This is an optimization exercise on Yosys and OpenROAD, whose aim is small area, not a production implementation. Function was checked by simulation only, so behaviour that the tests miss may differ from the original. No activity file was given, so power comes from the tool's default toggle rates.

===== flow/flow/run.sh =====
#!/bin/bash
# Own layout flow: the standard layout (standard.sh, all ORFS steps),
# except that the buffers ORFS puts on the ports use the smallest buffer
# cell instead of the one buffer_ports picks by default.
# make's full output goes to standard.log; ORFS keeps each step's log
# under orfs/logs/.
set -euo pipefail
export BUFFER_PORTS_ARGS="-buffer_cell sky130_fd_sc_hd__buf_1"
bash standard.sh > standard.log 2>&1

===== flow/standard.sh =====
#!/bin/bash
# synth_recipe.tcl (not shown) runs the flow's synth.tcl, then flattens the netlist and writes it again
# the make line also repeats each setting of config.mk as NAME=value (left out here)
make -C /OpenROAD-flow-scripts/flow DESIGN_CONFIG=/design/flow/config.mk WORK_HOME=/design/flow/orfs CLKGATE_MAP_FILE= SYNTH_SCRIPT=/design/flow/synth_recipe.tcl "${@:-finish}"

===== flow/config.mk =====
export PLATFORM = sky130hd
export DESIGN_NAME = next_pc_predictor
export DESIGN_NICKNAME = next_pc_predictor
export VERILOG_FILES = /design/flow/design.v
export SDC_FILE = /design/flow/constraint.sdc
export NUM_CORES = 8
export LEC_CHECK = 0
export CAP_MARGIN = 10
export CORE_MARGIN = 2
export CORE_UTILIZATION = 55
export CTS_BUF_LIST = sky130_fd_sc_hd__clkbuf_16
export CTS_CLUSTER_DIAMETER = 100
export CTS_CLUSTER_SIZE = 25
export SETUP_SLACK_MARGIN = 0.1
export SLEW_MARGIN = 10
export SYNTH_HIERARCHICAL = 1

===== flow/constraint.sdc =====
create_clock -name core_clock -period 10.0 [get_ports {clk}]
set_input_delay 2.0000 -clock core_clock [delete_from_list [all_inputs] [get_ports {clk}]]
set_output_delay 2.0000 -clock core_clock [all_outputs]
set_load 0.01 [all_outputs]

===== flow/design.v =====
`default_nettype none
package pc_pkg;
    typedef enum logic [2:0] {
        F3_BEQ  = 3'b000,
        F3_BNE  = 3'b001,
        F3_BLT  = 3'b100,
        F3_BGE  = 3'b101,
        F3_BLTU = 3'b110,
        F3_BGEU = 3'b111
    } funct3_e;
    typedef logic [1:0] cnt_t;
    localparam cnt_t CNT_RESET = 2'b01;    
    localparam cnt_t CNT_MAX   = 2'b11;    
    localparam cnt_t CNT_MIN   = 2'b00;    
    function automatic cnt_t cnt_step(input cnt_t cnt, input logic taken);
        if (taken) begin
            cnt_step = (cnt == CNT_MAX) ? CNT_MAX : cnt + 2'b01;
        end else begin
            cnt_step = (cnt == CNT_MIN) ? CNT_MIN : cnt - 2'b01;
        end
    endfunction
endpackage
`default_nettype wire
`default_nettype none
module bht_btb
#(
    parameter int XLEN  = 32,
    parameter int IDX_W = 6,
    parameter int TAG_W = 8
) (
    input  logic             clk,
    input  logic             rst,
    input  logic [IDX_W-1:0] rd_idx,
    input  logic [TAG_W-1:0] rd_tag_cmp,
    output logic             rd_hit,
    output logic [XLEN-1:0]  rd_tgt,
    input  logic             upd_en,
    input  logic             upd_branch,
    input  logic             upd_jump,
    input  logic             upd_taken,
    input  logic [IDX_W-1:0] upd_idx,
    input  logic [TAG_W-1:0] upd_tag,
    input  logic [XLEN-1:0]  upd_tgt
);
    localparam int ENTRIES = 1 << IDX_W;
    localparam int DW      = TAG_W + XLEN;    
    localparam int RW      = DW + 1;          
    logic r_pol;
    always_ff @(posedge clk or posedge rst) begin
        if (rst) r_pol <= 1'b0;
        else     r_pol <= ~r_pol;
    end
    logic [ENTRIES-1:0] w_upd_oh;
    logic [ENTRIES-1:0] w_rd_oh;
    assign w_upd_oh = ENTRIES'(1) << upd_idx;
    logic [7:0] w_rd_hi;
    logic [7:0] w_rd_lo;
    assign w_rd_hi = 8'(1) << rd_idx[5:3];
    assign w_rd_lo = 8'(1) << rd_idx[2:0];
    for (genvar i = 0; i < ENTRIES; i++) begin : g_rsel
        logic w_sel_n;
        npc_nand2 u_n (.a(w_rd_hi[i/8]), .b(w_rd_lo[i%8]), .y(w_sel_n));
        npc_inv   u_i (.a(w_sel_n), .y(w_rd_oh[i]));
    end
    logic w_cnt_en;
    logic w_dat_en;
    assign w_cnt_en = upd_en & (upd_branch | upd_jump);
    assign w_dat_en = upd_en & upd_taken;
    logic [7:0] w_hi;
    logic [7:0] w_hi_n;
    logic [7:0] w_lo_c;
    logic [7:0] w_lo_c_n;
    logic [7:0] w_lo_d;
    assign w_hi     = 8'(1) << upd_idx[5:3];
    assign w_hi_n   = ~w_hi;
    assign w_lo_c   = {8{w_cnt_en}} & (8'(1) << upd_idx[2:0]);
    assign w_lo_c_n = ~w_lo_c;
    assign w_lo_d   = {8{w_dat_en}} & (8'(1) << upd_idx[2:0]);
    logic [1:0] w_cu_raw;
    logic       w_cu1;
    logic       w_cu0;
    logic       w_cn1;
    logic       w_cn0;
    assign w_cu1 = w_cu_raw[1] ^ r_pol;
    assign w_cu0 = ~(w_cu_raw[0] ^ r_pol);
    always_comb begin
        if (upd_jump) begin
            w_cn1 = 1'b1;
            w_cn0 = 1'b1;
        end else if (upd_taken) begin
            w_cn1 = w_cu1 | w_cu0;
            w_cn0 = w_cu1 | ~w_cu0;
        end else begin
            w_cn1 = w_cu1 & w_cu0;
            w_cn0 = w_cu1 & ~w_cu0;
        end
    end
    logic [1:0]    w_cw;
    logic [DW-1:0] w_dw;
    assign w_cw = {w_cn1, ~w_cn0} ^ {2{r_pol}};
    for (genvar b = 0; b < DW; b++) begin : g_dw
        logic w_dw_n;
        npc_xnor2 u_x (.a(b < XLEN ? upd_tgt[b % XLEN] : upd_tag[(b - XLEN) % TAG_W]), .b(r_pol), .y(w_dw_n));
        npc_inv   u_i (.a(w_dw_n), .y(w_dw[b]));
    end
    logic [1:0]    w_c_arr [ENTRIES];
    logic [DW-1:0] w_d_arr [ENTRIES];
    for (genvar i = 0; i < ENTRIES; i++) begin : g_entry
        logic [1:0]    r_cnt;     
        logic [DW-1:0] r_data;    
        logic [1:0]    w_cnt_nx;
        logic [DW-1:0] w_data_nx;
        logic          w_cwe;
        logic          w_ckeep;
        logic          w_dwe;
        logic          w_dkeep;
        npc_nor2  u_cwe   (.a(w_hi_n[i/8]), .b(w_lo_c_n[i%8]), .y(w_cwe));
        npc_nand2 u_ckeep (.a(w_hi[i/8]),   .b(w_lo_c[i%8]),   .y(w_ckeep));
        npc_nand2 u_dkeep (.a(w_hi[i/8]),   .b(w_lo_d[i%8]),   .y(w_dkeep));
        npc_inv   u_dwe   (.a(w_dkeep), .y(w_dwe));
        for (genvar b = 0; b < 2; b++) begin : g_cbit
            npc_o22ai u_sel (.a1(r_cnt[b]), .a2(w_cwe), .b1(w_cw[b]), .b2(w_ckeep), .y(w_cnt_nx[b]));
        end
        for (genvar b = 0; b < DW; b++) begin : g_dbit
            npc_o22ai u_sel (.a1(r_data[b]), .a2(w_dwe), .b1(w_dw[b]), .b2(w_dkeep), .y(w_data_nx[b]));
        end
        always_ff @(posedge clk or posedge rst) begin
            if (rst) r_cnt <= 2'b00;
            else     r_cnt <= w_cnt_nx;
        end
        always_ff @(posedge clk) begin
            r_data <= w_data_nx;
        end
        assign w_c_arr[i] = r_cnt;
        assign w_d_arr[i] = r_data;
    end
    logic [RW-1:0] w_rd_raw;
    logic [RW-1:0] w_rd;
    for (genvar b = 0; b < RW; b++) begin : g_rbit
        logic [ENTRIES-1:0] w_col;
        for (genvar i = 0; i < ENTRIES; i++) begin : g_col
            if (b < DW) begin : g_d
                assign w_col[i] = w_d_arr[i][b];
            end else begin : g_c
                assign w_col[i] = w_c_arr[i][1];
            end
        end
        npc_rdmux64 u_mux (.sel(w_rd_oh), .d(w_col), .y(w_rd_raw[b]));
    end
    for (genvar b = 0; b < 2; b++) begin : g_ubit
        logic [ENTRIES-1:0] w_col;
        for (genvar i = 0; i < ENTRIES; i++) begin : g_col
            assign w_col[i] = w_c_arr[i][b];
        end
        npc_rdmux64 u_mux (.sel(w_upd_oh), .d(w_col), .y(w_cu_raw[b]));
    end
    assign w_rd   = w_rd_raw ^ {RW{r_pol}};
    assign rd_hit = w_rd[DW] & (w_rd[XLEN +: TAG_W] == rd_tag_cmp);
    assign rd_tgt = w_rd[XLEN-1:0];
endmodule
module npc_rdmux64 (
    input  logic [63:0] sel,
    input  logic [63:0] d,
    output logic        y
);
    logic [21:0] w_g;     
    logic [5:0]  w_h;     
    logic [2:0]  w_k;     
    for (genvar k = 0; k < 21; k++) begin : g_a
        npc_a222oi u_g (.a1(sel[3*k]),   .a2(d[3*k]),
                        .b1(sel[3*k+1]), .b2(d[3*k+1]),
                        .c1(sel[3*k+2]), .c2(d[3*k+2]), .y(w_g[k]));
    end
    npc_nand2 u_g21 (.a(sel[63]), .b(d[63]), .y(w_g[21]));
    for (genvar k = 0; k < 5; k++) begin : g_b
        npc_nand4 u_h (.a(w_g[4*k]), .b(w_g[4*k+1]), .c(w_g[4*k+2]), .d(w_g[4*k+3]), .y(w_h[k]));
    end
    npc_nand2 u_h5 (.a(w_g[20]), .b(w_g[21]), .y(w_h[5]));
    for (genvar k = 0; k < 3; k++) begin : g_c
        npc_nor2 u_k (.a(w_h[2*k]), .b(w_h[2*k+1]), .y(w_k[k]));
    end
    npc_nand3 u_y (.a(w_k[0]), .b(w_k[1]), .c(w_k[2]), .y(y));
endmodule
module npc_o22ai (
    input  logic a1, a2, b1, b2,
    output logic y
);
    assign y = ~((a1 | a2) & (b1 | b2));
endmodule
module npc_a222oi (
    input  logic a1, a2, b1, b2, c1, c2,
    output logic y
);
    assign y = ~((a1 & a2) | (b1 & b2) | (c1 & c2));
endmodule
module npc_nand2 (
    input  logic a, b,
    output logic y
);
    assign y = ~(a & b);
endmodule
module npc_nand4 (
    input  logic a, b, c, d,
    output logic y
);
    assign y = ~(a & b & c & d);
endmodule
module npc_nand3 (
    input  logic a, b, c,
    output logic y
);
    assign y = ~(a & b & c);
endmodule
module npc_nor2 (
    input  logic a, b,
    output logic y
);
    assign y = ~(a | b);
endmodule
`default_nettype wire
`default_nettype none
module npc_a22o (
    input  logic a1, a2, b1, b2,
    output logic y
);
    assign y = (a1 & a2) | (b1 & b2);
endmodule
module npc_inv (
    input  logic a,
    output logic y
);
    assign y = ~a;
endmodule
module npc_xor2 (
    input  logic a, b,
    output logic y
);
    assign y = a ^ b;
endmodule
module npc_xnor2 (
    input  logic a, b,
    output logic y
);
    assign y = ~(a ^ b);
endmodule
`default_nettype wire
`default_nettype none
module next_pc_predictor
#(
    parameter int              XLEN        = 32,
    parameter logic [XLEN-1:0] RESET_PC    = '0,
    parameter int              BHT_ENTRIES = 64,
    parameter int              TAG_W       = 8
) (
    input  logic            clk,
    input  logic            rst,
    input  logic            stall,
    output logic [XLEN-1:0] pc,
    output logic            pred_taken,
    output logic [XLEN-1:0] pred_target,
    input  logic            ex_valid,
    input  logic [XLEN-1:0] ex_pc,
    input  logic            ex_branch,
    input  logic            ex_jump,
    input  logic            ex_jalr,
    input  logic [2:0]      ex_funct3,
    input  logic            zero,
    input  logic            less,
    input  logic            less_unsigned,
    input  logic [XLEN-1:0] ex_branch_target,
    input  logic [XLEN-1:0] ex_jalr_target,
    input  logic            ex_pred_taken,
    input  logic [XLEN-1:0] ex_pred_target,
    input  logic            is_ecall,
    input  logic            is_mret,
    input  logic [XLEN-1:0] mtvec,
    input  logic [XLEN-1:0] mepc,
    output logic            flush,
    output logic [31:0]     mispredict_cnt
);
    localparam int IDX_W = $clog2(BHT_ENTRIES);
    logic [XLEN-1:0]  r_pc;
    logic [31:0]      r_mispredict_cnt;
    logic             w_rd_hit;
    logic [XLEN-1:0]  w_rd_tgt;
    logic             w_cond;
    logic             w_act_taken;
    logic             w_jalr_sel;
    logic [XLEN-1:0]  w_act_tgt;
    logic [XLEN-1:0]  w_tgt_diff;
    logic             w_mispredict;
    logic [XLEN-1:0]  w_pc_next;
    logic             w_upd_en;
    logic [XLEN-1:0]  w_pc_plus4;
    logic [XLEN-1:0]  w_ex_pc_plus4;
    logic [31:0]      w_cnt_next;
    logic             w_unused_jalr_lsb;
    assign w_unused_jalr_lsb = ex_jalr_target[0];
    assign w_upd_en = ex_valid & ~is_ecall & ~is_mret;
    bht_btb #(
        .XLEN  (XLEN),
        .IDX_W (IDX_W),
        .TAG_W (TAG_W)
    ) u_bht_btb (
        .clk        (clk),
        .rst        (rst),
        .rd_idx     (r_pc[IDX_W+1:2]),
        .rd_tag_cmp (r_pc[IDX_W+2 +: TAG_W]),
        .rd_hit     (w_rd_hit),
        .rd_tgt     (w_rd_tgt),
        .upd_en     (w_upd_en),
        .upd_branch (ex_branch),
        .upd_jump   (ex_jump),
        .upd_taken  (w_act_taken),
        .upd_idx    (ex_pc[IDX_W+1:2]),
        .upd_tag    (ex_pc[IDX_W+2 +: TAG_W]),
        .upd_tgt    (w_act_tgt)
    );
    logic [XLEN:2] w_pc_c;
    logic [XLEN:2] w_ex_c;
    assign w_pc_c[2] = 1'b1;
    assign w_ex_c[2] = 1'b1;
    for (genvar i = 2; i < XLEN; i++) begin : g_inc
        assign w_pc_plus4[i]    = r_pc[i] ^ w_pc_c[i];
        assign w_pc_c[i+1]      = r_pc[i] & w_pc_c[i];
        assign w_ex_pc_plus4[i] = ex_pc[i] ^ w_ex_c[i];
        assign w_ex_c[i+1]      = ex_pc[i] & w_ex_c[i];
    end
    assign w_pc_plus4[1:0]    = r_pc[1:0];
    assign w_ex_pc_plus4[1:0] = ex_pc[1:0];
    logic w_pred_taken_n;
    assign pred_taken     = w_rd_hit;
    assign w_pred_taken_n = ~w_rd_hit;
    for (genvar i = 0; i < XLEN; i++) begin : g_ptgt
        npc_a22o u_m (.a1(pred_taken), .a2(w_rd_tgt[i]), .b1(w_pred_taken_n), .b2(w_pc_plus4[i]),
                      .y(pred_target[i]));
    end
    always_comb begin
        w_cond = 1'b0;
        case (ex_funct3)
            pc_pkg::F3_BEQ:  w_cond = zero;
            pc_pkg::F3_BNE:  w_cond = ~zero;
            pc_pkg::F3_BLT:  w_cond = less;
            pc_pkg::F3_BGE:  w_cond = ~less;
            pc_pkg::F3_BLTU: w_cond = less_unsigned;
            pc_pkg::F3_BGEU: w_cond = ~less_unsigned;
            default: w_cond = 1'b0;
        endcase
    end
    assign w_act_taken = ex_jump | (ex_branch & w_cond);
    assign w_jalr_sel  = ex_jump & ex_jalr;
    logic w_jalr_sel_n;
    assign w_jalr_sel_n = ~w_jalr_sel;
    assign w_act_tgt[0] = w_jalr_sel_n & ex_branch_target[0];
    for (genvar i = 1; i < XLEN; i++) begin : g_act
        npc_a22o u_m (.a1(w_jalr_sel), .a2(ex_jalr_target[i]), .b1(w_jalr_sel_n), .b2(ex_branch_target[i]),
                      .y(w_act_tgt[i]));
    end
    for (genvar i = 0; i < XLEN; i++) begin : g_diff
        npc_xor2 u_x (.a(w_act_tgt[i]), .b(ex_pred_target[i]), .y(w_tgt_diff[i]));
    end
    assign w_mispredict = ex_valid & (ex_branch | ex_jump) &
                          ((w_act_taken != ex_pred_taken) |
                           (w_act_taken & (|w_tgt_diff)));
    assign flush = is_ecall | is_mret | w_mispredict;
    logic w_sel_mtvec;
    logic w_sel_mepc;
    logic w_sel_act;
    logic w_sel_seq;
    logic w_sel_hold;
    logic w_sel_pred;
    assign w_sel_mtvec = is_ecall;
    assign w_sel_mepc  = ~is_ecall & is_mret;
    assign w_sel_act   = ~is_ecall & ~is_mret & w_mispredict & w_act_taken;
    assign w_sel_seq   = ~is_ecall & ~is_mret & w_mispredict & ~w_act_taken;
    assign w_sel_hold  = ~flush & stall;
    assign w_sel_pred  = ~flush & ~stall;
    for (genvar i = 0; i < XLEN; i++) begin : g_next
        logic w_g0;
        logic w_g1;
        npc_a222oi u_g0 (.a1(w_sel_mtvec), .a2(mtvec[i]),
                         .b1(w_sel_mepc),  .b2(mepc[i]),
                         .c1(w_sel_act),   .c2(w_act_tgt[i]), .y(w_g0));
        npc_a222oi u_g1 (.a1(w_sel_seq),   .a2(w_ex_pc_plus4[i]),
                         .b1(w_sel_hold),  .b2(r_pc[i]),
                         .c1(w_sel_pred),  .c2(pred_target[i]), .y(w_g1));
        npc_nand2 u_y (.a(w_g0), .b(w_g1), .y(w_pc_next[i]));
    end
    logic [32:0] w_cnt_ones;
    assign w_cnt_ones[0] = 1'b1;
    for (genvar i = 0; i < 32; i++) begin : g_cnt
        logic w_flip_n;
        assign w_cnt_ones[i+1] = r_mispredict_cnt[i] & w_cnt_ones[i];
        npc_nand2 u_f (.a(w_mispredict), .b(w_cnt_ones[i]), .y(w_flip_n));
        npc_xnor2 u_x (.a(r_mispredict_cnt[i]), .b(w_flip_n), .y(w_cnt_next[i]));
    end
    always_ff @(posedge clk or posedge rst) begin
        if (rst) begin
            r_pc             <= RESET_PC;
            r_mispredict_cnt <= '0;
        end else begin
            r_pc             <= w_pc_next;
            r_mispredict_cnt <= w_cnt_next;
        end
    end
    assign pc             = r_pc;
    assign mispredict_cnt = r_mispredict_cnt;
endmodule
`default_nettype wire

==> results.txt, run 1 <==
run status finished clean; WL/cell 36.8 um; Synth area leaders dfxtp_1, o22ai_1, a222oi_1; most common cell in the synthesized netlist o22ai_1; Syn-to-layout area delta 10.5%; post-synth top area share 56.5%; fmax 103 MHz; Root Buffer clkbuf_16; # hold bufs at CTS 0; grt ovf 0; Final Skew 0.0344 ns; Tcrit/Tclk final 97.1%; gpl congestion 1.02; fill count 13700; Hold Vio Cnt, Final 0; Placed Cells 10700; fin nets 8877; CTS buffer count 120; non-filler cells, final 10800; clk sink count 2753; Die H 410 um; first-pass GRT wire length 561 mm; drt via density 7.93; clk buf depth 3; critical path peak fanout 12; share of layout cells above drive strength 1 7.10%; Fin Hold WS 0.446 ns; highest routed layer met5; Yosys Warn Count 10; FF+latch area 56100 sq um; core area 164000 sq um; setup bufs post-CTS 0; Worst VDD drop 0.176 mV; area occupied by multi-input gates 34100 sq um; Die X 410 um; post-synthesis async set-or-reset flop share 7.01%; row count 149; synthesized cell area 90800 sq um; final worst path period need 9.71 ns; Leakage 37.3 nW; relative max-transition margin 5.48%; Tot GR Track Use 45.0%; Pwr Density 190 nW/um^2; WL met3 62.7 mm; leading area contributor after synthesis dfxtp_1; final setup TNS 0 ns; RSZ-0062 raised after global routing no; hpwl dp 243 mm; H-tree lvl count 3; IO buf count 304; Most common cell on crit path ha_1; worst-case reg-to-reg path depth 32; drt drc 0; First-pass DRT Iterations 10; Hold WC Path Type flop to flop; share of the yosys chip area belonging to registers 61.8%; Initial Util 55.2%; met2 wire length 163 mm; WS Path Type flop to output port; Startpoint Class flop; Crit path largest cell delay 0.52 ns; Avg Inst Size Synth 11.5 sq um; IO Count 306; synth unique cells 54; arrival time worst endpoint 7.71 ns; DR iter-0 viols 18100; post-route antenna net violation count 0; WP data required 8.00 ns; Synth top cells by count o22ai_1, dfxtp_1, a222oi_1; Post-Syn Nets 8172; met1 wire length 148 mm; initial antenna violation count 18; DRT Wirelength 399 mm; largest net degree at the start of global routing 76; clock latency (worst-skew pair) 0.83 ns; Critical-path top delay cell dfrtp_2; EDFF count, synth 0; Final Setup Violations 0; Slew @ Worst Pin 1.42 ns; Max Slew Vio Count 0; cell count after synthesis 7908; crit end category output port; vias in the first global route 80300; Seq cells post-synth 2753; maxcap violations 0; clk slew on worst S/H paths 0.10 ns; Hold Path Cell Cnt 1; top_reg_cell synth dfxtp_1; vias after detailed routing 85900; die area 168000 sq um; CTS tree yes
==> power breakdown <==
group          internal (mW)  switching (mW)  total (mW)  leakage, nW
sequential              11.5           0.323        11.8         26.0
clock                   2.22            3.48        5.70         1.68
combinational          0.464            1.03        1.50         9.62
==> registers in the layout (all words and copies together), names as in the netlist <==
name,count
r_pc,32
u_bht_btb.g_entry.r_cnt,128
r_mispredict_cnt,32
u_bht_btb.g_entry.r_data,2560
u_bht_btb.r_pol,1
==> cells by family after synthesis <==
family / synth area share (%)
compound gates: 30.0
xor+xnor: 1.39
fa+ha+maj: 0.772
buf+inv: 0.957
flops: 61.8
mux: 0.0110
other cells: 0.00413
simple gates: 5.11
==> layout make-up <==
type	count	area share, %
flip-flops and latches	2753	55.9
multi-input cells	4934	34.0
repair buffers	602	3.37
clock buffers	123	3.07
well taps	2189	2.73
inverters	202	0.760
clock inverters	29	0.188
diodes	7	0.0175
==> per-layer routing <==
metal | global-route usage, % | up-vias
li1 | - | 35400
met1 | 59.1 | 42900
met2 | 63.3 | 6583
met3 | 17.2 | 991
met4 | 25.3 | 14
met5 | 1.01 | -
==> repair_timing <==
item,4_1_cts,5_1_grt
gates resized for setup,0,3
endpoints found under the setup margin,0,2
hold endpoints to repair,0,0
==> worst max-delay path, delay by kind of cell, from the launching register on <==
family / cells / cell delay (ns)
fa+ha+maj: 28 / 5.85
flops: 1 / 0.52
compound gates: 1 / 0.21
xor+xnor: 1 / 0.16
buf+inv: 1 / 0.14
==> final timing paths <==
check | from | endpoint | slack [ns]
worst max-delay path | r_pc[2] | pred_target[31] | 0.29
worst min-delay path | u_bht_btb.g_entry[38].r_data[13] | u_bht_btb.g_entry[38].r_data[13] | 0.45
worst max register to register | r_pc[2] | r_pc[31] | 2.74
worst min register to register | u_bht_btb.g_entry[38].r_data[13] | u_bht_btb.g_entry[38].r_data[13] | 0.45
max in group asynchronous | rst | u_bht_btb.g_entry[9].r_cnt[1] | 7.10
min in group asynchronous | rst | r_pc[5] | 1.25
==> Yosys stat by module (local to each module, per instance), a selection <==
module             flip-flops and latches  copies in the design  area, sq um  cells
next_pc_predictor                      64                     1         2910    215
npc_nor2                                0                   193         3.75      1
npc_nand2                               0                   342         3.75      1
npc_xor2                                0                    32         8.76      1
npc_a22o                                0                    63         8.76      1
npc_xnor2                               0                    72         8.76      1
npc_nand4                               0                   215         6.26      1
npc_inv                                 0                   168         3.75      1
npc_a222oi                              0                   967         10.0      1
npc_o22ai                               0                  2688         6.26      1
npc_nand3                               0                    43         5.00      1
==> cells in the final DEF (no fill, tap or decap), types with 7 or more instances in the layout <==
master / count
a222oi_1: 967
a22o_1: 63
and2_1: 13
and3_1: 8
buf_1: 303
buf_4: 297
clkbuf_16: 123
clkinv_1: 9
dfrtp_1: 190
dfxtp_1: 2560
diode_2: 7
ha_1: 55
inv_1: 122
inv_2: 92
nand2_1: 294
nand2_2: 61
nand3_1: 48
nand4_1: 221
nor2_1: 283
o22ai_1: 2690
xnor2_1: 74
xor2_1: 70
==> stage by stage <==
| step | util, % | power (mW) | worst slack (ns) | cell area, sq um |
|---|---|---|---|---|
| finish | 61.0 | 19.0 | 0.286 | 100000 |
| global route | 61.0 | 19.4 | 0.144 | 100000 |
| CTS | 61.0 | 18.9 | 0.152 | 100000 |
| detailed placement | 59.0 | 13.5 | 1.09 | 97000 |
| global placement | 59.0 | 13.4 | 1.06 | 97000 |
| floorplan | - | 12.8 | 2.28 | 90800 |
==> inputs of run 2 (changes only) <==
--- a/flow/design.v
+++ b/flow/design.v
@@ -99,3 +99,7 @@
     logic [DW-1:0] w_dw;
-    assign w_cw = {w_cn1, ~w_cn0} ^ {2{r_pol}};
+    logic [1:0] w_cw_n;
+    assign w_cw_n = ~({w_cn1, ~w_cn0} ^ {2{r_pol}});
+    for (genvar b = 0; b < 2; b++) begin : g_cw
+        npc_inv u_i (.a(w_cw_n[b]), .y(w_cw[b]));
+    end
     for (genvar b = 0; b < DW; b++) begin : g_dw
@@ -332,3 +336,3 @@
     assign pred_taken     = w_rd_hit;
-    assign w_pred_taken_n = ~w_rd_hit;
+    npc_inv u_pt_n (.a(w_rd_hit), .y(w_pred_taken_n));
     for (genvar i = 0; i < XLEN; i++) begin : g_ptgt
@@ -352,3 +356,3 @@
     logic w_jalr_sel_n;
-    assign w_jalr_sel_n = ~w_jalr_sel;
+    npc_inv u_js_n (.a(w_jalr_sel), .y(w_jalr_sel_n));
     assign w_act_tgt[0] = w_jalr_sel_n & ex_branch_target[0];
@@ -371,8 +375,15 @@
     logic w_sel_pred;
-    assign w_sel_mtvec = is_ecall;
-    assign w_sel_mepc  = ~is_ecall & is_mret;
-    assign w_sel_act   = ~is_ecall & ~is_mret & w_mispredict & w_act_taken;
-    assign w_sel_seq   = ~is_ecall & ~is_mret & w_mispredict & ~w_act_taken;
-    assign w_sel_hold  = ~flush & stall;
-    assign w_sel_pred  = ~flush & ~stall;
+    logic [5:0] w_sel_n;
+    assign w_sel_n[0] = ~is_ecall;
+    assign w_sel_n[1] = ~(~is_ecall & is_mret);
+    assign w_sel_n[2] = ~(~is_ecall & ~is_mret & w_mispredict & w_act_taken);
+    assign w_sel_n[3] = ~(~is_ecall & ~is_mret & w_mispredict & ~w_act_taken);
+    assign w_sel_n[4] = ~(~flush & stall);
+    assign w_sel_n[5] = ~(~flush & ~stall);
+    npc_inv u_sel0 (.a(w_sel_n[0]), .y(w_sel_mtvec));
+    npc_inv u_sel1 (.a(w_sel_n[1]), .y(w_sel_mepc));
+    npc_inv u_sel2 (.a(w_sel_n[2]), .y(w_sel_act));
+    npc_inv u_sel3 (.a(w_sel_n[3]), .y(w_sel_seq));
+    npc_inv u_sel4 (.a(w_sel_n[4]), .y(w_sel_hold));
+    npc_inv u_sel5 (.a(w_sel_n[5]), .y(w_sel_pred));
     for (genvar i = 0; i < XLEN; i++) begin : g_next
--- a/flow/config.mk
+++ b/flow/config.mk
@@ -14,3 +14,3 @@
 export SETUP_SLACK_MARGIN = 0.1
-export SLEW_MARGIN = 10
+export SLEW_MARGIN = 15
 export SYNTH_HIERARCHICAL = 1
==> run 2 against run 1 <==
Still clean on timing, DRC and antenna. Via count decreased by 0.41%. Die area about the same. Critical path depth unchanged. Combinational power decreased by 3%. Register-to-register slack about the same. Clock skew increased by 0.0030 ns. Sequential power about the same. Core utilization decreased by 0.17 points. Fmax about the same. Area after synthesis about the same. Worst setup slack got worse by 0.0073 ns. Critical endpoint unchanged.
==> results.txt, run 2 <==
drt drc 0 (unchanged); IO Count 306 (unchanged); FF+latch area 56100 sq um (unchanged); share of the yosys chip area belonging to registers 61.8% (about the same); WP data required 8.00 ns (about the same); gpl congestion 1.03 (+1.3%); highest routed layer met5; Compound-Gate Fraction of Synth Area 29.9% (-0.035 points); Crit path largest cell delay 0.51 ns (about the same); share of layout cells above drive strength 1 6.73% (-0.37 points); Worst Hold Endpoint u_bht_btb.g_entry[4].r_data[27]; Most common cell on crit path ha_1; clk buf depth 3 (unchanged); post-synthesis xor/xnor area fraction 1.38% (-0.0098 points); most common cell after layout, fill and taps aside o22ai_1; IO buf count 304 (unchanged); H-tree lvl count 3 (unchanged); fin area 100000 sq um (-0.27%); mux contribution to synthesized area 0.0110% (about the same); RSZ-0062 raised after global routing no; Final Skew 0.0373 ns (+0.00296 ns); Synth area leaders dfxtp_1, o22ai_1, a222oi_1; hpwl dp 244 mm (+0.49%); final worst path period need 9.72 ns (+0.00731 ns); delay-heaviest family, CP adder cells; relative max-transition margin 1.95% (-3.5 points); P_int 14.1 mW (-0.22%); drt via density 7.91 (-0.19%); Synth top cells by count o22ai_1, dfxtp_1, a222oi_1; Startpoint Class flop; fill count 13700 (+0.015%); CTS tree yes; Final Setup Violations 0 (unchanged); Die X 410 um (about the same); max reg flops 2560 (unchanged); final setup TNS 0 ns (unchanged); sw frac 25.3% (-0.10 points); clk sink count 2753 (unchanged); top_reg_cell synth dfxtp_1; row count 149 (unchanged); fmax 103 MHz (about the same); hold path startpoint u_bht_btb.g_entry[4].r_data[27]; Syn-to-layout area delta 10.2%; non-filler cells, final 10800 (-0.22%); clk slew on worst S/H paths 0.11 ns (about the same); arrival time worst endpoint 7.72 ns (about the same); Max Slew Vio Count 0 (unchanged); initial antenna violation count 15 (-3); synthesized cell area 90800 sq um (about the same); run status finished clean; Seq cells post-synth 2753 (unchanged); Worst VDD drop 0.195 mV (+11%); met2 wire length 166 mm (+1.4%); combinational share of power 7.7% (-0.2 points); Die H 410 um (about the same); post-synthesis async set-or-reset flop share 7.01% (unchanged); simple-gate share of the synthesized area 5.12% (about the same); Slew @ Worst Pin 1.47 ns (+0.0530 ns); core area 164000 sq um (unchanged); WL met3 58.4 mm (-6.9%); Initial Util 55.2% (about the same); CTS buffer count 120 (unchanged); critical path peak fanout 11 (-1); Yosys Warn Count 10 (unchanged); part of the power in the clock network 30.0% (about the same); Tcrit/Tclk final 97.2% (about the same); FF-to-FF setup slack 2.73 ns (about the same); vias in the first global route 79100 (-1.5%); Avg Inst Size Synth 11.5 sq um (about the same); DR iter-0 viols 17000 (-6.1%); Tot GR Track Use 45.0% (about the same); Hold Vio Cnt, Final 0 (unchanged); met1 wire length 143 mm (-3.9%); Leakage 37.2 nW (-0.26%); maxcap violations 0 (unchanged); vias after detailed routing 85600 (-0.41%); Hold Path Cell Cnt 1 (unchanged); post-synth top area share 56.5% (about the same); WL/cell 36.9 um (+0.19%); Post-Syn Nets 8178 (+0.073%); area occupied by multi-input gates 34000 sq um (-0.15%); R2R Path End r_pc[31]; Critical-path top delay cell dfrtp_2; EDFF count, synth 0 (unchanged); top flop regs u_bht_btb.g_entry.r_data x2560, u_bht_btb.g_entry.r_cnt x128; DRT Wirelength 399 mm (about the same); Placed Cells 10700 (-0.27%); Buf/Inv on CP 1 (unchanged); first-pass GRT wire length 560 mm (-0.17%); placed instance area 96700 sq um (-0.30%); Sequential Power Share 62.3% (about the same); P_sw 4.80 mW (-0.77%); worst-case reg-to-reg path depth 32 (unchanged); First-pass DRT Iterations 20 (+10); die area 168000 sq um (about the same); largest net degree at the start of global routing 79 (+3.9%); fin nets 8848 (-0.33%); Largest Register u_bht_btb.g_entry.r_data; post-route antenna net violation count 0 (unchanged); Post-Synth Adder-Cell Area 0.772% (about the same); commonest cells after routing, fill and taps aside o22ai_1, dfxtp_1, a222oi_1, buf_1, nand2_1; most common cell in the synthesized netlist o22ai_1; Hold WC Path Type flop to flop; crit end category output port; largest family of logic cells by synthesized area compound AO/OA/AOI/OAI gates; Root Buffer clkbuf_16; clock latency (worst-skew pair) 0.84 ns (about the same); WS Path Type flop to output port; synth unique cells 53 (-1.9%); cell count after synthesis 7914 (+0.076%); Pwr Density 189 nW/um^2 (about the same); leading area contributor after synthesis dfxtp_1; grt ovf 0 (unchanged); R2R Path Start r_pc[3]
## run 2: cell count changes after synthesis, moves of 3 or more
cell	previous run	this run
inv_1	199	207
nor2_1	287	284
and3_1	8	11
and2_1	13	9
nand3_1	48	51
and2_2	0	3
## run 2: kinds of logic (layout without fill, tap and decap cells)
kind of cell,after synthesis,in the layout
buffers and inverters,230,932
muxes,1,1
xor gates and xnor gates,143,143
AOI/OAI and AO/OA,3737,3737
DFF,2753,2753
and+or+nand+nor,993,993
adders and majority gates,56,56
other,1,11
## run 2: stage by stage
step                      util (%)  power (mW)  hold slack (ns)  setup slack (ns)
after floorplan                  -        12.7            0.421              2.28
after global placement        58.8        13.4            0.428             0.884
after detailed placement      58.8        13.4            0.436             0.908
after CTS                     60.8        18.8            0.449             0.228
after global routing          60.8        19.4            0.456             0.166
final                         60.8        18.9            0.448             0.279
## run 2: repair_timing
action / CTS / global route
hold buffers: 0 / 0
endpoints found under the setup margin: 1 / 1
buffers inserted: 0 / 0
resized for setup: 2 / 4
pin swaps: 0 / 0
## run 2: final cells by class
cell class                 count  area share [%]
antenna                       10          0.0250
clock buffer                 122            3.05
clock inverter                32           0.194
inverter                     210           0.792
multi-input combinational   4931            34.0
sequential                  2753            56.1
tap                         2189            2.74
timing repair buffer         568            3.13
## run 2: how the worst max path moves through the flow
stage          startpoint         endpoint  slack, ns  cells after the start
2_1_floorplan     r_pc[2]  pred_target[31]       2.28                     30
3_3_place_gp      r_pc[2]  pred_target[31]       0.88                     31
3_5_place_dp      r_pc[2]  pred_target[31]       0.91                     31
4_1_cts           r_pc[3]  pred_target[31]       0.23                     31
5_1_grt           r_pc[2]  pred_target[31]       0.17                     31
6_report          r_pc[3]  pred_target[31]       0.28                     31
## run 2: power by group through the flow
stage                     Clock (mW)  Sequential (mW)  Combinational (mW)
after floorplan                    0             12.0               0.787
after global placement             0             12.0                1.35
after detailed placement           0             12.0                1.38
after CTS                       5.67             11.8                1.39
after global routing            6.04             11.9                1.50
final                           5.68             11.8                1.46
## run 2: routing by layer
layer	vias up	global-route usage [%]
li1	35400	-
met1	42600	56.3
met2	6452	64.2
met3	1174	17.0
met4	12	30.9
met5	-	0.0287
## run 2: worst register-to-register path: cells and delay by family, from the launching register on
family	cells	cell delay (ns)
fa+ha+maj	28	5.76
compound gates	2	0.58
flops	1	0.51
xor+xnor	1	0.21
simple gates	1	0.08
## run 2: Yosys stat by module (local to each module, per instance), excerpt
| module | cells | times used | area [sq um] |
|---|---|---|---|
| next_pc_predictor | 211 | 1 | 2880 |
| npc_a222oi | 1 | 967 | 10.0 |
| npc_a22o | 1 | 63 | 8.76 |
| npc_xnor2 | 1 | 72 | 8.76 |
| npc_xor2 | 1 | 32 | 8.76 |
| npc_nand4 | 1 | 215 | 6.26 |
| npc_o22ai | 1 | 2688 | 6.26 |
| npc_nand3 | 1 | 43 | 5.00 |
| npc_inv | 1 | 178 | 3.75 |
| npc_nand2 | 1 | 342 | 3.75 |
| npc_nor2 | 1 | 193 | 3.75 |
==> inputs of run 3 (changes only) <==
--- a/flow/config.mk
+++ b/flow/config.mk
@@ -7,3 +7,3 @@
 export LEC_CHECK = 0
-export CAP_MARGIN = 10
+export CAP_MARGIN = 15
 export CORE_MARGIN = 2
@@ -14,3 +14,3 @@
 export SETUP_SLACK_MARGIN = 0.1
-export SLEW_MARGIN = 15
+export SLEW_MARGIN = 20
 export SYNTH_HIERARCHICAL = 1
==> run 3 against run 2 <==
Critical endpoint unchanged. Synthesized cell count did not move. Via count fell by 0.21%. Sequential cell count did not move. Combinational power barely moved. First-iteration DRC count rose by 4.2%. Count of clock-buffer cells in the layout did not move. Critical path type unchanged. Wire length rose by 0.12%. Area after synthesis did not move. Power barely moved. Highest routed layer unchanged. Core utilization barely moved. Worst hold slack got worse by 0.00092 ns. Fmax fell by 0.11%.
==> results.txt, run 3 <==
run status finished clean; Initial Util 55.2% (unchanged); Place WS 0.908 ns (unchanged); Final Setup Violations 0 (unchanged); worst setup margin 0.268 ns (-0.0105 ns); WP data required 8.00 ns (about the same); critical path peak fanout 11 (unchanged); Max Slew Vio Count 0 (unchanged); share of the yosys chip area belonging to registers 61.8% (unchanged); vias in the first global route 79100 (unchanged); Avg Inst Size Synth 11.5 sq um (unchanged); clk slew on worst S/H paths 0.11 ns (about the same); vias after detailed routing 85400 (-0.21%); Slew @ Worst Pin 1.27 ns (-0.201 ns); most common cell after layout, fill and taps aside o22ai_1; Seq cells post-synth 2753 (unchanged); share of layout cells above drive strength 1 6.78% (+0.045 points); Crit path largest cell delay 0.52 ns (about the same); Post-Syn Nets 8178 (unchanged); WL/cell 36.9 um (+0.13%); Synth top cells by count o22ai_1, dfxtp_1, a222oi_1; IO buf count 304 (unchanged); drt via density 7.90 (-0.20%); post-synth top area share 56.5% (unchanged); Largest Register u_bht_btb.g_entry.r_data; Tcrit/Tclk final 97.3% (+0.11 points); fin nets 8850 (+0.023%); largest net degree at the start of global routing 79 (unchanged); Pwr Density 189 nW/um^2 (about the same); maxcap violations 0 (unchanged); commonest cells after routing, fill and taps aside o22ai_1, dfxtp_1, a222oi_1, buf_1, nand2_1; clock latency (worst-skew pair) 0.84 ns (about the same); First-pass DRT Iterations 13 (-35%); hpwl dp 244 mm (unchanged); clk sink count 2753 (unchanged); initial antenna violation count 16 (+1); Hold Path Cell Cnt 1 (unchanged); Hold WC Path Type flop to flop; Final Skew 0.0336 ns (-0.00373 ns); Critical-path top delay cell dfrtp_2; max reg flops 2560 (unchanged); IO Count 306 (unchanged); top flop regs u_bht_btb.g_entry.r_data x2560, u_bht_btb.g_entry.r_cnt x128; Finished Core Util 60.9% (about the same); Hold Vio Cnt, Final 0 (unchanged); leading area contributor after synthesis dfxtp_1; first-pass GRT wire length 560 mm (unchanged); core area 164000 sq um (unchanged); Die H 410 um (unchanged); arrival time worst endpoint 7.73 ns (about the same); synth unique cells 53 (unchanged); Synth area leaders dfxtp_1, o22ai_1, a222oi_1; Most common cell on crit path ha_1; die area 168000 sq um (unchanged); H-tree lvl count 3 (unchanged); final setup TNS 0 ns (unchanged); EDFF count, synth 0 (unchanged); CTS tree yes; crit end category output port; cell count after synthesis 7914 (unchanged); Startpoint Class flop; top_reg_cell synth dfxtp_1; Leakage 37.2 nW (about the same); Tot GR Track Use 45.0% (unchanged); synthesized cell area 90800 sq um (unchanged); drt drc 0 (unchanged); DRT Wirelength 399 mm (+0.12%); final worst path period need 9.73 ns (+0.0105 ns); gpl congestion 1.03 (unchanged); post-synthesis async set-or-reset flop share 7.01% (unchanged); Worst VDD drop 0.196 mV (+0.53%); WS Path Type flop to output port; highest routed layer met5; grt ovf 0 (unchanged); relative max-transition margin 14.5% (+13 points); fill count 13800 (+0.044%); DR iter-0 viols 17700 (+4.2%); worst-case reg-to-reg path depth 32 (unchanged); most common cell in the synthesized netlist o22ai_1; RSZ-0062 raised after global routing no; met1 wire length 144 mm (+0.67%); # hold bufs at CTS 0 (unchanged); Root Buffer clkbuf_16; row count 149 (unchanged); Die X 410 um (unchanged); setup bufs post-CTS 0 (unchanged); Yosys Warn Count 10 (unchanged); fmax 103 MHz (-0.11%); clk buf depth 3 (unchanged); post-route antenna net violation count 0 (unchanged); FF+latch area 56100 sq um (unchanged); met2 wire length 166 mm (+0.30%); Syn-to-layout area delta 10.2% (about the same); CTS buffer count 120 (unchanged); area occupied by multi-input gates 34000 sq um (unchanged); WL met3 57.6 mm (-1.3%)
-- run 3: metal layers --
layer  vias to the layer above  global-route usage (%)
met1                     42600                    56.3
met5                         -                  0.0287
met3                      1155                    17.0
met2                      6282                    64.2
met4                        12                    30.9
li1                      35400                       -
-- run 3: through the flow --
step	hold WS (ns)	power [mW]	instances	instance area, sq um
floorplan	0.421	12.7	7914	90800
global placement	0.428	13.4	10700	96700
detailed placement	0.436	13.4	10700	96700
CTS	0.449	18.8	10800	100000
global route	0.456	19.4	10800	100000
finish	0.447	18.9	10800	100000
-- run 3: what timing repair did --
item                                    in CTS  in global routing
gates resized for setup                      2                  4
endpoints found under the hold margin        0                  0
endpoints found under the setup margin       1                  1
-- run 3: cells by family after synthesis --
group	Yosys count	share of synthesized area (%)
compound gates	3737	29.9
flops	2753	61.8
simple gates	993	5.12
buf+inv	230	1.00
xor+xnor	143	1.38
fa+ha+maj	56	0.772
other cells	1	0.00413
mux	1	0.0110
-- run 3: worst paths after layout --
path | startpoint | endpoint | slack (ns)
setup / recovery | r_pc[3] | pred_target[31] | 0.27
hold / removal | u_bht_btb.g_entry[25].r_data[20] | u_bht_btb.g_entry[25].r_data[20] | 0.45
setup reg to reg | r_pc[3] | r_pc[31] | 2.70
hold reg to reg | u_bht_btb.g_entry[25].r_data[20] | u_bht_btb.g_entry[25].r_data[20] | 0.45
max in group asynchronous | rst | u_bht_btb.g_entry[33].r_cnt[0] | 7.42
min in group asynchronous | rst | r_pc[5] | 1.20
-- run 3: Yosys stat by module (local to each module, per instance), a selection --
module             flops+latches  cells inside  times used
npc_a22o                       0             1          63
npc_xnor2                      0             1          72
next_pc_predictor             64           211           1
npc_nand4                      0             1         215
npc_nand3                      0             1          43
npc_nand2                      0             1         342
npc_o22ai                      0             1        2688
npc_a222oi                     0             1         967
npc_nor2                       0             1         193
npc_inv                        0             1         178
npc_xor2                       0             1          32
-- run 3: critical path, delay by kind of cell, from the launching register on --
kind	cells	cell delay [ns]
fa+ha+maj	28	5.75
flops	1	0.52
compound gates	1	0.30
xor+xnor	1	0.21
buf+inv	1	0.14
-- run 3: where the power goes --
group / internal (mW) / leakage (nW) / total (mW) / switching, mW
clock: 2.21 / 1.68 / 5.68 / 3.47
combinational: 0.455 / 9.54 / 1.46 / 1.01
sequential: 11.5 / 26.0 / 11.8 / 0.317
-- run 3: layout make-up --
cell class	instances	share of cell area, %
clock inverter	32	0.194
inverter	210	0.792
tap	2189	2.74
clock buffer	122	3.05
sequential	2753	56.0
antenna	7	0.0175
timing repair buffer	570	3.15
multi-input combinational	4931	34.0
==> inputs of run 4 (changes only) <==
--- a/flow/design.v
+++ b/flow/design.v
@@ -52,5 +52,4 @@
     end
-    logic [ENTRIES-1:0] w_upd_oh;
+    logic [ENTRIES-1:0] w_cnt_we;      
     logic [ENTRIES-1:0] w_rd_oh;
-    assign w_upd_oh = ENTRIES'(1) << upd_idx;
     logic [7:0] w_rd_hi;
@@ -137,3 +136,4 @@
         end
-        assign w_c_arr[i] = r_cnt;
+        assign w_cnt_we[i] = w_cwe;
+        assign w_c_arr[i]  = r_cnt;
         assign w_d_arr[i] = r_data;
@@ -158,3 +158,3 @@
         end
-        npc_rdmux64 u_mux (.sel(w_upd_oh), .d(w_col), .y(w_cu_raw[b]));
+        npc_rdmux64 u_mux (.sel(w_cnt_we), .d(w_col), .y(w_cu_raw[b]));
     end
--- a/flow/config.mk
+++ b/flow/config.mk
@@ -7,3 +7,3 @@
 export LEC_CHECK = 0
-export CAP_MARGIN = 15
+export CAP_MARGIN = 10
 export CORE_MARGIN = 2
@@ -14,3 +14,3 @@
 export SETUP_SLACK_MARGIN = 0.1
-export SLEW_MARGIN = 20
+export SLEW_MARGIN = 15
 export SYNTH_HIERARCHICAL = 1
==> run 4 against run 3 <==
Synthesized cell count fell by 0.99%. Critical path depth is the same. Clock skew fell by 0.0045 ns. Count of clock-buffer cells in the layout rose by 1. Die area fell by 0.38%. Global-route usage grew 0.68 points. Power is 0.18% lower. Critical path type unchanged.
==> results.txt, run 4 <==
Slew @ Worst Pin 1.31 ns (+0.0386 ns); core area 163000 sq um (-0.90%); post-synthesis async set-or-reset flop share 7.01% (unchanged); Tcrit/Tclk final 96.8% (-0.54 points); area occupied by multi-input gates 33700 sq um (-0.85%); Tot GR Track Use 45.7% (+0.68 points); hpwl dp 243 mm (-0.62%); synthesized cell area 90400 sq um (-0.38%); IO Count 306 (unchanged); Die X 410 um (-0.19%); CTS buffer count 120 (unchanged); Pwr Density 190 nW/um^2 (about the same); Fin Hold WS 0.446 ns (-0.00115 ns); WP data required 8.00 ns (about the same); post-synth top area share 56.7% (+0.22 points); CTS tree yes; WL met3 59.7 mm (+3.5%); critical path peak fanout 11 (unchanged); Critical-path top delay cell dfrtp_1; Avg Inst Size Synth 11.5 sq um (+0.61%); FF+latch area 56100 sq um (about the same); drt drc 0 (unchanged); fmax 103 MHz (+0.56%); met1 wire length 145 mm (+0.89%); Startpoint Class flop; largest net degree at the start of global routing 80 (+1.3%); share of layout cells above drive strength 1 6.80% (+0.026 points); top flop regs u_bht_btb.g_entry.r_data x2560, u_bht_btb.g_entry.r_cnt x128; initial antenna violation count 19 (+3); die area 168000 sq um (-0.38%); highest routed layer met5; Worst VDD drop 0.200 mV (+2.2%); H-tree lvl count 3 (unchanged); Synth area leaders dfxtp_1, o22ai_1, a222oi_1; final worst path period need 9.68 ns (-0.0543 ns); final setup TNS 0 ns (unchanged); clk buf depth 3 (unchanged); EDFF count, synth 0 (unchanged); Leakage 37.0 nW (-0.39%); synth unique cells 55 (+3.8%); Most common cell on crit path ha_1; IO buf count 304 (unchanged); row count 148 (-0.67%); Post-Syn Nets 8100 (-0.95%); crit end category output port; RSZ-0062 raised after global routing no; Crit path largest cell delay 0.54 ns (+0.02 ns); relative max-transition margin 12.7% (-1.8 points); vias in the first global route 80500 (+1.7%); DRT Wirelength 403 mm (+0.99%); Yosys Warn Count 10 (unchanged); drt via density 7.96 (+0.79%); vias after detailed routing 85400 (+0.033%); most common cell after layout, fill and taps aside o22ai_1; DR iter-0 viols 16800 (-4.9%); share of the yosys chip area belonging to registers 62.0% (+0.24 points); Die H 410 um (-0.19%); Final Setup Violations 0 (unchanged); Root Buffer clkbuf_16; cell count after synthesis 7836 (-0.99%); first-pass GRT wire length 567 mm (+1.1%); Hold Vio Cnt, Final 0 (unchanged); post-route antenna net violation count 0 (unchanged); Largest Register u_bht_btb.g_entry.r_data; Hold WC Path Type flop to flop; leading area contributor after synthesis dfxtp_1; WS Path Type flop to output port; gpl congestion 0.991 (-4.2%); First-pass DRT Iterations 13 (unchanged); met2 wire length 167 mm (+0.64%); max reg flops 2560 (unchanged); fin nets 8790 (-0.68%); Seq cells post-synth 2753 (unchanged); Syn-to-layout area delta 10.3%; WL/cell 37.6 um (+1.7%); run status finished clean; # hold bufs at CTS 0 (unchanged); commonest cells after routing, fill and taps aside o22ai_1, dfxtp_1, a222oi_1, buf_1, nand2_1; maxcap violations 0 (unchanged); Power, Total 18.9 mW (-0.18%); clock latency (worst-skew pair) 0.82 ns (-0.02 ns); clk slew on worst S/H paths 0.10 ns (about the same); clk sink count 2753 (unchanged); Final Skew 0.0291 ns (-0.00446 ns); top_reg_cell synth dfxtp_1; grt ovf 0 (unchanged); fill count 13600 (-1.3%); Synth top cells by count o22ai_1, dfxtp_1, a222oi_1; Initial Util 55.5% (+0.29 points); most common cell in the synthesized netlist o22ai_1; Max Slew Vio Count 0 (unchanged); arrival time worst endpoint 7.68 ns (-0.05 ns)
==> run 4: cell types whose count changed in the layout (fill, tap and decap cells not counted), sizes merged, moves of 9 or more <==
cell / previous run / this run
buf: 568 / 577
clkinv: 10 / 25
inv: 232 / 213
nor2: 284 / 213
==> run 4: area by class of cell <==
cell class / instances / share of cell area, %
Antenna cell: 2 / 0.00502
Clock buffer: 123 / 3.08
Clock inverter: 29 / 0.186
Inverter: 209 / 0.790
Multi-Input combinational cell: 4865 / 33.8
Sequential cell: 2753 / 56.2
Tap cell: 2175 / 2.73
Timing Repair Buffer: 577 / 3.20
==> run 4: repair_timing <==
action,in CTS,in global routing
resized for setup,0,1
setup buffers,0,0
endpoints found under the setup margin,0,2
==> run 4: per-stage QoR <==
step / cell area (sq um) / utilization, % / std cells / setup WS [ns]
floorplan: 90400 / - / 7836 / 2.27
global placement: 96500 / 59.2 / 10600 / 1.09
detailed placement: 96500 / 59.2 / 10600 / 1.12
CTS: 99800 / 61.2 / 10700 / 0.226
global route: 99800 / 61.2 / 10700 / 0.102
finish: 99800 / 61.2 / 10700 / 0.323
==> run 4: power by group <==
part	switching, mW	leakage (nW)	internal (mW)
Sequential	0.311	26.0	11.5
Combinational	0.980	9.39	0.452
Clock	3.46	1.68	2.22
Total	4.75	37.0	14.2
==> run 4: worst max-delay path: cells and delay by family (launching register included) <==
family          cells  cell delay, ns
flops               1            0.54
compound gates      1            0.20
buf+inv             1            0.14
xor+xnor            1            0.16
fa+ha+maj          28            5.79
==> run 4: path summary, 6_finish.rpt <==
path | endpoint | slack (ns) | cells after the start | from
max | pred_target[31] | 0.32 | 31 | r_pc[3]
min | u_bht_btb.g_entry[49].r_data[25] | 0.45 | 1 | u_bht_btb.g_entry[49].r_data[25]
max reg2reg | r_pc[31] | 2.82 | 32 | r_pc[3]
min reg2reg | u_bht_btb.g_entry[49].r_data[25] | 0.45 | 1 | u_bht_btb.g_entry[49].r_data[25]
max in group asynchronous | u_bht_btb.g_entry[45].r_cnt[0] | 7.21 | 3 | rst
min in group asynchronous | r_pc[5] | 1.33 | 2 | rst
==> run 4: cell families after synthesis <==
family                   synth area share (%)
AO/OA/AOI/OAI                            30.0
XOR/XNOR                                 1.41
adder cells (fa/ha/maj)                 0.775
buffers and inverters                   0.923
flip-flops                               62.0
multiplexers                           0.0111
other                                 0.00415
AND/OR/NAND/NOR                          4.82
==> run 4: metal layers <==
layer	up-vias	GRT usage (%)
li1	35100	-
met1	42700	56.7
met2	6404	66.1
met3	1185	17.2
met4	22	30.6
met5	-	0
==> run 4: Yosys stat by module (local to each module, per instance), a selection <==
module,cells inside,flip-flops and latches
next_pc_predictor,213,64
npc_nand2,1,0
npc_inv,1,0
npc_o22ai,1,0
npc_a22o,1,0
npc_xnor2,1,0
npc_a222oi,1,0
npc_nor2,1,0
npc_xor2,1,0
npc_nand4,1,0
npc_nand3,1,0
==> inputs of run 5 (changes only) <==
--- a/flow/design.v
+++ b/flow/design.v
@@ -117,8 +117,10 @@
         logic          w_ckeep;
-        logic          w_dwe;
-        logic          w_dkeep;
+        logic [1:0]    w_dwe;      
+        logic [1:0]    w_dkeep;
         npc_nor2  u_cwe   (.a(w_hi_n[i/8]), .b(w_lo_c_n[i%8]), .y(w_cwe));
         npc_nand2 u_ckeep (.a(w_hi[i/8]),   .b(w_lo_c[i%8]),   .y(w_ckeep));
-        npc_nand2 u_dkeep (.a(w_hi[i/8]),   .b(w_lo_d[i%8]),   .y(w_dkeep));
-        npc_inv   u_dwe   (.a(w_dkeep), .y(w_dwe));
+        for (genvar h = 0; h < 2; h++) begin : g_half
+            npc_nand2 u_dkeep (.a(w_hi[i/8]), .b(w_lo_d[i%8]), .y(w_dkeep[h]));
+            npc_inv   u_dwe   (.a(w_dkeep[h]), .y(w_dwe[h]));
+        end
         for (genvar b = 0; b < 2; b++) begin : g_cbit
@@ -127,3 +129,4 @@
         for (genvar b = 0; b < DW; b++) begin : g_dbit
-            npc_o22ai u_sel (.a1(r_data[b]), .a2(w_dwe), .b1(w_dw[b]), .b2(w_dkeep), .y(w_data_nx[b]));
+            npc_o22ai u_sel (.a1(r_data[b]), .a2(w_dwe[b/(DW/2)]), .b1(w_dw[b]), .b2(w_dkeep[b/(DW/2)]),
+                             .y(w_data_nx[b]));
         end
==> run 5 against run 4 <==
Sequential cell count is the same. Sequential power is essentially flat. Cell area shrank 0.17%. Core utilization shrank 0.72 points. Register-to-register slack lost 0.04 ns. Sequential share of layout area grew 0.097 points. Highest routed layer unchanged. Global-route usage shrank 4.6 points. Clock power shrank 0.7%. Power shrank 0.23%. Die area grew 0.53%. Critical endpoint unchanged. Count of clock-buffer cells in the layout shrank 2.
==> results.txt, run 5 <==
CTS tree yes; Startpoint Class flop; Most common cell on crit path ha_1; Root Buffer clkbuf_16; Tot GR Track Use 41.2% (-4.6 points); Slew @ Worst Pin 1.29 ns (-0.0218 ns); Crit path largest cell delay 0.53 ns (about the same); core area 165000 sq um (+1.0%); IO buf count 304 (unchanged); synthesized cell area 90900 sq um (+0.53%); WS Path Type flop to output port; setup bufs post-CTS 0 (unchanged); Seq cells post-synth 2753 (unchanged); post-synth top area share 56.4% (-0.30 points); run status finished clean; die area 169000 sq um (+0.53%); clk sink count 2753 (unchanged); Die X 411 um (+0.26%); Syn-to-layout area delta 9.57%; synth unique cells 55 (unchanged); top_reg_cell synth dfxtp_1; DRT Wirelength 368 mm (-8.7%); clk slew on worst S/H paths 0.11 ns (about the same); Synth top cells by count o22ai_1, dfxtp_1, a222oi_1; share of layout cells above drive strength 1 4.71% (-2.1 points); hpwl dp 232 mm (-4.4%); gpl congestion 0.986 (-0.52%); H-tree lvl count 3 (unchanged); Yosys Warn Count 10 (unchanged); top flop regs u_bht_btb.g_entry.r_data x2560, u_bht_btb.g_entry.r_cnt x128; drt drc 0 (unchanged); Pwr Density 189 nW/um^2 (about the same); Buf/Inv on CP 1 (unchanged); cell count after synthesis 7964 (+1.6%); EDFF count, synth 0 (unchanged); WL/cell 34.0 um (-9.4%); largest net degree at the start of global routing 78 (-2.5%); post-synthesis async set-or-reset flop share 7.01% (unchanged); fill count 13900 (+2.3%); post-route antenna net violation count 0 (unchanged); drt via density 7.73 (-2.9%); Max Slew Vio Count 0 (unchanged); crit end category output port; max reg flops 2560 (unchanged); first-pass GRT wire length 521 mm (-8.0%); First-pass DRT Iterations 12 (-1); final setup TNS 0 ns (unchanged); vias in the first global route 75400 (-6.3%); commonest cells after routing, fill and taps aside o22ai_1, dfxtp_1, a222oi_1, nand2_1, buf_1; row count 149 (+0.68%); initial antenna violation count 19 (unchanged); grt ovf 0 (unchanged); most common cell after layout, fill and taps aside o22ai_1; maxcap violations 0 (unchanged); fmax 104 MHz (+0.36%); Leakage 37.3 nW (+0.83%); # hold bufs at CTS 0 (unchanged); leading area contributor after synthesis dfxtp_1; Hold Vio Cnt, Final 0 (unchanged); clk buf depth 3 (unchanged); Final Skew 0.0290 ns (-0.000137 ns); relative max-transition margin 14.0% (+1.2 points); most common cell in the synthesized netlist o22ai_1; Die H 411 um (+0.26%); Avg Inst Size Synth 11.4 sq um (-1.1%); vias after detailed routing 83600 (-2.2%); Critical-path top delay cell dfrtp_1; Power, Total 18.9 mW (-0.23%); clock latency (worst-skew pair) 0.81 ns (about the same); CTS resizes 0 (unchanged); arrival time worst endpoint 7.64 ns (-0.04 ns); Largest Register u_bht_btb.g_entry.r_data; Synth area leaders dfxtp_1, o22ai_1, a222oi_1; DR iter-0 viols 16900 (+0.42%); Post-Syn Nets 8228 (+1.6%); delay-heaviest family, CP adder cells; WP data required 8.00 ns (about the same); IO Count 306 (unchanged); Hold WC Path Type flop to flop; CTS buffer count 120 (unchanged); Tcrit/Tclk final 96.4% (-0.34 points); RSZ-0062 raised after global routing no; final worst path period need 9.64 ns (-0.0343 ns); share of the yosys chip area belonging to registers 61.7% (-0.33 points); fin nets 8849 (+0.67%); Worst VDD drop 0.176 mV (-12%); Final Setup Violations 0 (unchanged); Initial Util 55.2% (-0.27 points); critical path peak fanout 12 (+1)
[run 5: cell count changes after synthesis]
| cell | delta |
|---|---|
| inv_1 | +64 |
| nand2_1 | +64 |
[run 5: Yosys stat by module (local to each module, per instance), a selection]
module             cells inside  flip-flops and latches
npc_nor2                      1                       0
npc_inv                       1                       0
npc_xor2                      1                       0
npc_o22ai                     1                       0
npc_nand3                     1                       0
npc_xnor2                     1                       0
npc_a222oi                    1                       0
npc_nand2                     1                       0
npc_nand4                     1                       0
npc_a22o                      1                       0
next_pc_predictor           213                      64
[run 5: final timing paths]
path	start	endpoint	slack [ns]	cells past startpoint
worst max-delay path	r_pc[2]	pred_target[31]	0.36	31
worst min-delay path	u_bht_btb.g_entry[11].r_data[19]	u_bht_btb.g_entry[11].r_data[19]	0.45	1
worst max register to register	r_pc[2]	r_pc[31]	2.78	32
worst min register to register	u_bht_btb.g_entry[11].r_data[19]	u_bht_btb.g_entry[11].r_data[19]	0.45	1
max in group asynchronous	rst	u_bht_btb.g_entry[47].r_cnt[1]	7.10	3
min in group asynchronous	rst	r_mispredict_cnt[2]	1.36	2
[run 5: cell families after synthesis]
kind of cell	Yosys count	synth area share (%)
AOI/OAI and AO/OA	3734	29.9
muxes	1	0.0110
adders and majority gates	56	0.771
DFF	2753	61.7
xor gates and xnor gates	146	1.41
other	1	0.00412
and+or+nand+nor	991	5.06
buffers and inverters	282	1.18
[run 5: per-stage QoR]
step / hold WS (ns) / util (%) / cells / cell area, sq um / setup slack, ns
3_5_place_dp: 0.436 / 58.5 / 10700 / 96400 / 1.28
5_1_grt: 0.457 / 60.5 / 10800 / 99600 / 0.157
6_report: 0.446 / 60.5 / 10800 / 99600 / 0.357
4_1_cts: 0.447 / 60.5 / 10800 / 99600 / 0.377
2_1_floorplan: 0.421 / - / 7964 / 90900 / 2.27
3_3_place_gp: 0.428 / 58.5 / 10700 / 96400 / 1.27
[run 5: where the power goes]
group	total [mW]	switching, mW	internal, mW
logic	1.43	0.980	0.454
clock network	5.64	3.45	2.19
registers	11.8	0.306	11.5
[run 5: cell type report]
| cell class | instances | area (sq um) | area share (%) |
|---|---|---|---|
| clock buffer | 121 | 3030 | 3.04 |
| timing repair buffer | 508 | 2670 | 2.68 |
| sequential | 2753 | 56100 | 56.3 |
| multi-input combinational | 4929 | 33800 | 34.0 |
| antenna | 6 | 15.0 | 0.0151 |
| inverter | 273 | 1030 | 1.03 |
| tap | 2189 | 2740 | 2.75 |
| clock inverter | 33 | 211 | 0.212 |
[run 5: layer usage]
layer / global-route usage [%] / up-vias / part of all wire (%)
met3: 11.3 / 804 / 13
li1: - / 35300 / -
met4: 19.3 / 20 / 5.5
met1: 57.4 / 41800 / 39
met5: 0 / - / 0.037
met2: 59.3 / 5692 / 43
==> inputs of run 6 (changes only) <==
--- a/flow/design.v
+++ b/flow/design.v
@@ -117,7 +117,7 @@
         logic          w_ckeep;
-        logic [1:0]    w_dwe;      
-        logic [1:0]    w_dkeep;
+        logic [2:0]    w_dwe;      
+        logic [2:0]    w_dkeep;
         npc_nor2  u_cwe   (.a(w_hi_n[i/8]), .b(w_lo_c_n[i%8]), .y(w_cwe));
         npc_nand2 u_ckeep (.a(w_hi[i/8]),   .b(w_lo_c[i%8]),   .y(w_ckeep));
-        for (genvar h = 0; h < 2; h++) begin : g_half
+        for (genvar h = 0; h < 3; h++) begin : g_half
             npc_nand2 u_dkeep (.a(w_hi[i/8]), .b(w_lo_d[i%8]), .y(w_dkeep[h]));
@@ -129,3 +129,3 @@
         for (genvar b = 0; b < DW; b++) begin : g_dbit
-            npc_o22ai u_sel (.a1(r_data[b]), .a2(w_dwe[b/(DW/2)]), .b1(w_dw[b]), .b2(w_dkeep[b/(DW/2)]),
+            npc_o22ai u_sel (.a1(r_data[b]), .a2(w_dwe[b*3/DW]), .b1(w_dw[b]), .b2(w_dkeep[b*3/DW]),
                              .y(w_data_nx[b]));
==> run 6 against run 5 <==
Critical path type unchanged. Power decreased by 0.38%. Highest routed layer unchanged. Still clean. Non-clock buffer count decreased by 60. Combinational power about the same. Register-to-register slack improved by 0.11 ns. Count of clock-buffer cells in the layout unchanged. Via count decreased by 0.19%. Fmax increased by 0.65%.
==> results.txt, run 6 <==
leading area contributor after synthesis dfxtp_1; Final Setup Violations 0 (unchanged); worst-case reg-to-reg path depth 32 (unchanged); First-pass DRT Iterations 17 (+5); Seq cells post-synth 2753 (unchanged); core area 165000 sq um (+0.23%); clk sink count 2753 (unchanged); drt drc 0 (unchanged); Hold Vio Cnt, Final 0 (unchanged); P_int 14.1 mW (-0.10%); vias in the first global route 75600 (+0.27%); commonest cells after routing, fill and taps aside o22ai_1, dfxtp_1, a222oi_1, nand2_1, buf_1; post-route antenna net violation count 0 (unchanged); non-filler cells, final 10900 (+0.53%); Slew @ Worst Pin 1.20 ns (-0.0873 ns); share of layout cells above drive strength 1 4.16% (-0.55 points); simple-gate share of the synthesized area 5.29% (+0.24 points); Die X 412 um (+0.26%); top_reg_cell synth dfxtp_1; post-synthesis xor/xnor area fraction 1.40% (-0.0074 points); Compound-Gate Fraction of Synth Area 29.7% (-0.16 points); Tcrit/Tclk final 95.8% (-0.62 points); Final Skew 0.0407 ns (+0.0117 ns); crit end category output port; die area 169000 sq um (+0.52%); synth unique cells 55 (unchanged); most common cell after layout, fill and taps aside o22ai_1; vias after detailed routing 83400 (-0.19%); most common cell in the synthesized netlist o22ai_1; final setup TNS 0 ns (unchanged); initial antenna violation count 9 (-10); placed instance area 96400 sq um (about the same); largest net degree at the start of global routing 76 (-2.6%); IO buf count 304 (unchanged); arrival time worst endpoint 7.58 ns (-0.06 ns); Avg Inst Size Synth 11.3 sq um (-1.1%); Crit path largest cell delay 0.50 ns (-0.03 ns); DRT Wirelength 357 mm (-2.9%); Pwr Density 189 nW/um^2 (-0.36%); run status finished clean; mux contribution to synthesized area 0.0110% (-0.000058 points); WP data required 8.00 ns (about the same); Placed Cells 10700 (+0.64%); first-pass GRT wire length 511 mm (-1.9%); P_sw 4.68 mW (-1.2%); maxcap violations 0 (unchanged); DR iter-0 viols 16200 (-4.2%); Root Buffer clkbuf_16; post-synthesis async set-or-reset flop share 7.01% (unchanged); largest family of logic cells by synthesized area compound AO/OA/AOI/OAI gates; Post-Syn Nets 8356 (+1.6%); drt via density 7.68 (-0.71%); # hold bufs at CTS 0 (unchanged); Hold Path Cell Cnt 1 (unchanged); Synth top cells by count o22ai_1, dfxtp_1, a222oi_1; Synth area leaders dfxtp_1, o22ai_1, a222oi_1; max reg flops 2560 (unchanged); R2R Path Start r_pc[3]; final worst path period need 9.58 ns (-0.0619 ns); hpwl dp 226 mm (-2.5%); CTS buffer count 120 (unchanged); Largest Register u_bht_btb.g_entry.r_data; share of the yosys chip area belonging to registers 61.4% (-0.32 points); top flop regs u_bht_btb.g_entry.r_data x2560, u_bht_btb.g_entry.r_cnt x128; Syn-to-layout area delta 8.97%; delay-heaviest family, CP adder cells; Buf/Inv on CP 1 (unchanged); H-tree lvl count 3 (unchanged); Die H 412 um (+0.26%); combinational share of power 7.4% (-0.2 points); relative max-transition margin 19.3% (+5.4 points)
[run 6: cell types whose count changed after synthesis]
cell and delta:
inv_1 +64, nand2_1 +64
[run 6: layout make-up]
type	count	area, sq um	share of cell area (%)
diodes	3	7.51	0.00754
clock buffers	121	3030	3.04
clock inverters	25	130	0.131
inverters	337	1270	1.28
multi-input cells	4993	34100	34.3
flip-flops and latches	2753	56100	56.3
well taps	2189	2740	2.75
repair buffers	448	2220	2.23
[run 6: power by group through the flow]
stage	Combinational, mW	Sequential [mW]	Clock [mW]
finish	1.40	11.8	5.60
global route	1.45	11.8	6.02
CTS	1.35	11.8	5.64
detailed placement	1.35	12.0	0
global placement	1.31	12.0	0
floorplan	0.770	12.0	0
[run 6: logic make-up after synthesis]
| logic type | after synthesis |
|---|---|
| muxes | 1 |
| DFF | 2753 |
| AOI/OAI and AO/OA | 3734 |
| adders and majority gates | 56 |
| xor gates and xnor gates | 146 |
| other | 1 |
| buffers and inverters | 346 |
| and+or+nand+nor | 1055 |
[run 6: routing by layer]
metal,part of all wire (%),vias up,track usage (%)
met5,0.012,-,0
met4,5.5,6,19.1
met3,13,769,10.2
met2,42,5694,56.9
met1,40,41500,56.1
li1,-,35500,-
[run 6: final timing paths]
kind	end	slack, ns
worst max-delay path	pred_target[31]	0.42
worst min-delay path	u_bht_btb.g_entry[59].r_data[7]	0.44
worst max register to register	r_pc[31]	2.89
worst min register to register	u_bht_btb.g_entry[59].r_data[7]	0.44
max in group asynchronous	u_bht_btb.r_pol	6.93
min in group asynchronous	r_mispredict_cnt[0]	1.38
[run 6: through the flow]
step                util [%]  hold WS [ns]  power [mW]  setup slack (ns)
finish                  60.4         0.445        18.8             0.419
global route            60.4         0.456        19.3             0.165
CTS                     60.3         0.449        18.8             0.154
detailed placement      58.4         0.436        13.4             0.979
global placement        58.4         0.428        13.3             0.919
floorplan                  -         0.421        12.7              2.27
[run 6: what timing repair did]
action                                 CTS  global route
resized for setup                        0             3
endpoints found under the hold margin    0             0
setup buffers                            0             0
setup endpoints to repair                0             3
[run 6: modules after synthesis (local to each module, per instance), excerpt]
module | copies in the design | cell area (sq um) | flip-flops and latches | cells inside
npc_a22o | 63 | 8.76 | 0 | 1
npc_o22ai | 2688 | 6.26 | 0 | 1
npc_a222oi | 967 | 10.0 | 0 | 1
npc_nand3 | 43 | 5.00 | 0 | 1
npc_nand2 | 470 | 3.75 | 0 | 1
npc_xor2 | 32 | 8.76 | 0 | 1
npc_xnor2 | 72 | 8.76 | 0 | 1

## separate check: timing with driven ports
No port has a modelled driver above. Below, the same layouts with a new extraction and two added sets of constraints.
Step 1 sets driving cells, clkbuf_16 on the clock port and buf_2 on the other inputs (assumed; they add their load-dependent delay and slew).
Step 2 times the ports against the registers' clock, not the clock port: input delays grow and output delays shrink by t, the midpoint of the rising clock arrivals with the driver on.
Three values: ideal ports, drivers, drivers and shift; two values: the first two.
run	shift t [ns]	slack for setup (ns)
run 1	0.911	0.286 / 0.191 / 0.894
run 2	0.911	0.279 / 0.187 / 0.757
run 3	0.912	0.268 / 0.176 / 0.735
run 4	0.901	0.323 / 0.232 / 1.090
run 5	0.889	0.357 / 0.262 / 1.150
run 6	0.891	0.419 / 0.329 / 0.859
After both steps every run listed still meets setup and hold.
